Background: an optimization exercise with open tools, aiming at small area, a short achievable clock period and few clock cycles per item. Do not read the settings as production practice.
Power and IR drop assume default switching activity.

==> flow/design.v <==
`default_nettype none
package trit_dma_pkg;
    typedef logic [128-1:0] mword_t;
    typedef logic [28-1:0] maddr_t;
    typedef logic [32-1:0] sword_t;
    typedef logic [3-1:0] saddr_t;
    typedef logic [1:0] trit_t;
    typedef logic [2*27-1:0] trit_row_t;
    typedef logic [63:0] tick_t;
    typedef enum logic [1:0] {
        IDLE,
        LOAD,
        STORE,
        DONE
    } seq_state_t;
endpackage
`default_nettype wire
`timescale 1ns/1ps
`default_nettype none
module trit_dma_top (
    input  wire                       i_clk,
    input  wire                       i_arst,
    output logic                      o_finish_int,
    input  wire                       i_slave_write,
    input  wire                       i_slave_read,
    input  trit_dma_pkg::saddr_t      i_slave_address,
    input  trit_dma_pkg::sword_t      i_slave_writedata,
    input  wire [32/8-1:0]   i_slave_byteenable,
    output trit_dma_pkg::sword_t      o_slave_readdata,
    output logic                      o_slave_waitrequest,
    output logic                      o_slave_readdatavalid,
    output trit_dma_pkg::maddr_t      o_master_address,
    output logic                      o_master_read,
    output logic                      o_master_write,
    output trit_dma_pkg::mword_t      o_master_writedata,
    output logic [16-1:0]      o_master_byteenable,
    input  wire                       i_master_waitrequest,
    input  trit_dma_pkg::mword_t      i_master_readdata,
    input  wire                       i_master_readdatavalid
);
    localparam int DEPTH = 3;           
    localparam int PTR_W = (DEPTH > 1) ? $clog2(DEPTH) : 1;
    localparam int NB    = 16;
    localparam int LASTW = 6 - 1;
    trit_dma_pkg::sword_t src_reg;
    trit_dma_pkg::sword_t dst_reg;
    trit_dma_pkg::tick_t  tick_cnt;
    logic                 busy;
    logic                 finish;
    logic                 first;      
    logic                 start;
    assign o_slave_waitrequest   = 1'b0;
    assign o_slave_readdatavalid = i_slave_read;
    assign o_finish_int          = finish;
    assign start = i_slave_write && (i_slave_address == 3'd0) &&
                   i_slave_byteenable[0] && i_slave_writedata[1];
    always_ff @(posedge i_clk or posedge i_arst) begin
        if (i_arst) begin
            src_reg <= '0;
            dst_reg <= '0;
        end else if (i_slave_write) begin
            for (int i = 0; i < 32/8; i++) begin
                if (i_slave_byteenable[i]) begin
                    if (i_slave_address == 3'd1) src_reg[8*i +: 8] <= i_slave_writedata[8*i +: 8];
                    if (i_slave_address == 3'd2) dst_reg[8*i +: 8] <= i_slave_writedata[8*i +: 8];
                end
            end
        end
    end
    always_ff @(posedge i_clk or posedge i_arst) begin
        if (i_arst) begin
            tick_cnt <= '0;
        end else if (first) begin
            tick_cnt <= '0;
        end else if (busy) begin
            tick_cnt <= tick_cnt + 1'b1;
        end
    end
    always_comb begin
        o_slave_readdata = '0;
        if (i_slave_read) begin
            case (i_slave_address)
                3'd0:      o_slave_readdata = {30'd0, busy, finish};
                3'd1:     o_slave_readdata = src_reg;
                3'd2:     o_slave_readdata = dst_reg;
                3'd3: o_slave_readdata = tick_cnt[31:0];
                3'd4: o_slave_readdata = tick_cnt[63:32];
                default:         o_slave_readdata = '0;
            endcase
        end
    end
    logic [2:0]       rd_idx;     
    logic [2:0]       wr_idx;     
    logic [1:0]       avail;      
    logic [1:0]       cred;       
    logic             rd_q;
    logic             wr_q;
    logic             rd_acc;
    logic             wr_acc;
    logic             last_wr;
    logic [2:0]       rd_idx_n;
    logic [2:0]       wr_idx_n;
    logic [1:0]       avail_n;
    logic [1:0]       cred_n;
    logic             room_n;
    logic             rd_n;
    logic             wr_n;
    trit_dma_pkg::maddr_t addr_q;     
    assign o_master_read       = rd_q;
    assign o_master_write      = wr_q;
    assign rd_acc              = rd_q && !i_master_waitrequest;
    assign wr_acc              = wr_q && !i_master_waitrequest;
    assign last_wr             = wr_acc && (wr_idx == 3'(LASTW));
    assign o_master_byteenable = {16{1'b1}};
    assign o_master_address    = addr_q;
    assign rd_idx_n = rd_idx + 3'(rd_acc);
    assign wr_idx_n = wr_idx + 3'(wr_acc);
    assign avail_n  = avail + 2'(i_master_readdatavalid) - 2'(wr_acc);
    assign cred_n   = cred - 2'(rd_acc) + 2'(wr_acc);
    assign room_n   = (rd_idx_n != 3'(LASTW + 1)) && (cred_n != 2'd0);
    assign rd_n     = (rd_q && i_master_waitrequest) ||
                      (!(wr_q && i_master_waitrequest) && room_n);
    assign wr_n     = (wr_q && i_master_waitrequest) ||
                      (!(rd_q && i_master_waitrequest) && !room_n && (avail_n != 2'd0));
    always_ff @(posedge i_clk) begin
        if (start) begin
            addr_q <= src_reg[28-1:0];
        end else if (wr_n) begin
            addr_q <= dst_reg[28-1:0] + 28'(wr_idx_n);
        end else begin
            addr_q <= src_reg[28-1:0] + 28'(rd_idx_n);
        end
    end
    always_ff @(posedge i_clk or posedge i_arst) begin
        if (i_arst) begin
            busy   <= 1'b0;
            finish <= 1'b0;
            first  <= 1'b0;
            rd_q   <= 1'b0;
            wr_q   <= 1'b0;
            rd_idx <= '0;
            wr_idx <= '0;
            avail  <= '0;
            cred   <= '0;
        end else begin
            first <= start;
            if (start) begin
                busy   <= 1'b1;
                finish <= 1'b0;
                rd_q   <= 1'b1;
                wr_q   <= 1'b0;
                rd_idx <= '0;
                wr_idx <= '0;
                avail  <= '0;
                cred   <= 2'(DEPTH);
            end else begin
                rd_idx <= rd_idx_n;
                wr_idx <= wr_idx_n;
                avail  <= avail_n;
                cred   <= cred_n;
                if (last_wr) begin
                    busy   <= 1'b0;
                    finish <= 1'b1;
                    rd_q   <= 1'b0;
                    wr_q   <= 1'b0;
                end else if (busy) begin
                    rd_q <= rd_n;
                    wr_q <= wr_n;
                end
            end
        end
    end
    logic [2*NB-1:0]  buf_q [DEPTH];
    logic [DEPTH-1:0] rx_sel;     
    logic [DEPTH-1:0] wr_sel;     
    logic             tail_ok;    
    always_ff @(posedge i_clk or posedge i_arst) begin
        if (i_arst) begin
            rx_sel <= DEPTH'(1);
            wr_sel <= DEPTH'(1);
        end else if (start) begin
            rx_sel <= DEPTH'(1);
            wr_sel <= DEPTH'(1);
        end else begin
            if (i_master_readdatavalid) rx_sel <= {rx_sel[DEPTH-2:0], rx_sel[DEPTH-1]};
            if (wr_acc) wr_sel <= {wr_sel[DEPTH-2:0], wr_sel[DEPTH-1]};
        end
    end
    always_ff @(posedge i_clk) begin
        for (int e = 0; e < DEPTH; e++) begin
            if (i_master_readdatavalid && rx_sel[e]) begin
                for (int j = 0; j < NB; j++) buf_q[e][2*j +: 2] <= i_master_readdata[8*j +: 2];
            end
        end
    end
    assign tail_ok = (wr_idx != 3'(LASTW));
    always_comb begin
        logic [1:0] t;
        for (int j = 0; j < NB; j++) begin
            t = '0;
            for (int e = 0; e < DEPTH; e++) begin
                if (wr_sel[e] && (j == 0 || e != (LASTW % DEPTH) || tail_ok)) t = t | buf_q[e][2*j +: 2];
            end
            o_master_writedata[8*j +: 8] = {{6{t[1]}}, t};
        end
    end
endmodule
`default_nettype wire
export LEC_CHECK = 0
export CAP_MARGIN = 20
export CORE_MARGIN = 2
export CORE_UTILIZATION = 40
export SETUP_SLACK_MARGIN = 2.3
export SLEW_MARGIN = 20
create_clock -name core_clock -period 5.0 [get_ports {i_clk}]
standard.sh (not shown) runs the stock make flow with config.mk's settings and CLKGATE_MAP_FILE= SYNTH_SCRIPT=/design/flow/synth_recipe.tcl, a recipe that flattens the netlist after the stock synthesis.
==> flow/flow/run.sh <==
#!/bin/bash
set -euo pipefail
cd "$(dirname "$0")/.."
bash standard.sh BUFFER_PORTS_ARGS="-buffer_cell sky130_fd_sc_hd__buf_2" finish > standard_flow.log 2>&1
The baseline completed without violations.
==> next run, changes <==
Settings changed: SETUP_SLACK_MARGIN 2.3 to 2.0, TNS_END_PERCENT set to 10.
Die area is unchanged.
Design area is lower by 12%.
Wire length is lower by 8.6%.
Critical path depth is higher by 1.
Combinational power is lower by 33%.
Via count is lower by 5.5%.
Global-route usage is lower by 1.2 points.
Power is lower by 15%.
==> next run, changes <==
==> flow/flow/run.sh (replaced) <==
#!/bin/bash
set -euo pipefail
cd "$(dirname "$0")/.."
bash standard.sh BUFFER_PORTS_ARGS="-buffer_cell sky130_fd_sc_hd__buf_1" finish > standard_flow.log 2>&1
Settings changed: CTS_CLUSTER_DIAMETER set to 80, CTS_CLUSTER_SIZE set to 35, TNS_END_PERCENT 10 to 0.
Effect:
- The new run went through all stages and came out clean
- sequential power is about the same
- setup slack got worse by 27 ps
- cell area fell by 7.1%
- register-to-register slack got worse by 160 ps
- power fell by 14%
- synthesized cell count stays the same
==> next run, changes <==
==> flow/flow/run.sh (replaced) <==
#!/bin/bash
set -euo pipefail
cd "$(dirname "$0")/.."
bash standard.sh BUFFER_PORTS_ARGS="-buffer_cell sky130_fd_sc_hd__buf_2" finish > standard_flow.log 2>&1
Settings changed: ABC_AREA set to 1, CTS_CLUSTER_DIAMETER 80 to unset, CTS_CLUSTER_SIZE 35 to unset.
Design area goes up by 18%. Area after synthesis goes up by 12%. Worst setup slack improves by 59 ps. Worst hold slack degrades by 35 ps. Non-clock buffer count goes down by 5. Clock-buffer cell count goes up by 26.
Function was not checked in any run of this note: the RTL went through the layout flow alone.

==> re-timing with driven ports <==
In the flow no input, the clock included, has a driving cell. The finished layouts below were timed again as built, in two steps.
Step 1 (the two cells are an assumption about what drives the block):
set clk [get_ports {i_clk}]
set_driving_cell -lib_cell sky130_fd_sc_hd__clkbuf_16 $clk
set_driving_cell -lib_cell sky130_fd_sc_hd__buf_2 [delete_from_list [all_inputs] $clk]
Step 2, shift: input delay + t, output delay - t, t = (earliest + latest rising clock arrival at the registers) / 2. This alone moves slack from input paths to output paths.
Three values: ideal, step 1, step 2; two values: the first two.
run	t (ns)	setup WS [ns]	slew at the worst register clock pin (ns)	worst slew at a driven data input, ns	pins driven straight from the clock port
the first run	0.607	1.633 / 1.583 / 1.401	0.07 / 0.07	0.15	1
the second run	0.603	1.705 / 1.621 / 1.241	0.06 / 0.06	0.10	1
the third run	0.567	1.678 / 1.603 / 1.115	0.12 / 0.12	0.11	1
the fourth run	0.587	1.737 / 1.648 / 1.494	0.06 / 0.06	0.11	1
After both steps setup and hold are still met in every run listed. The setup slack of the third run, which loses most, moves by -0.075 ns with the drivers and by -0.563 ns with both steps.
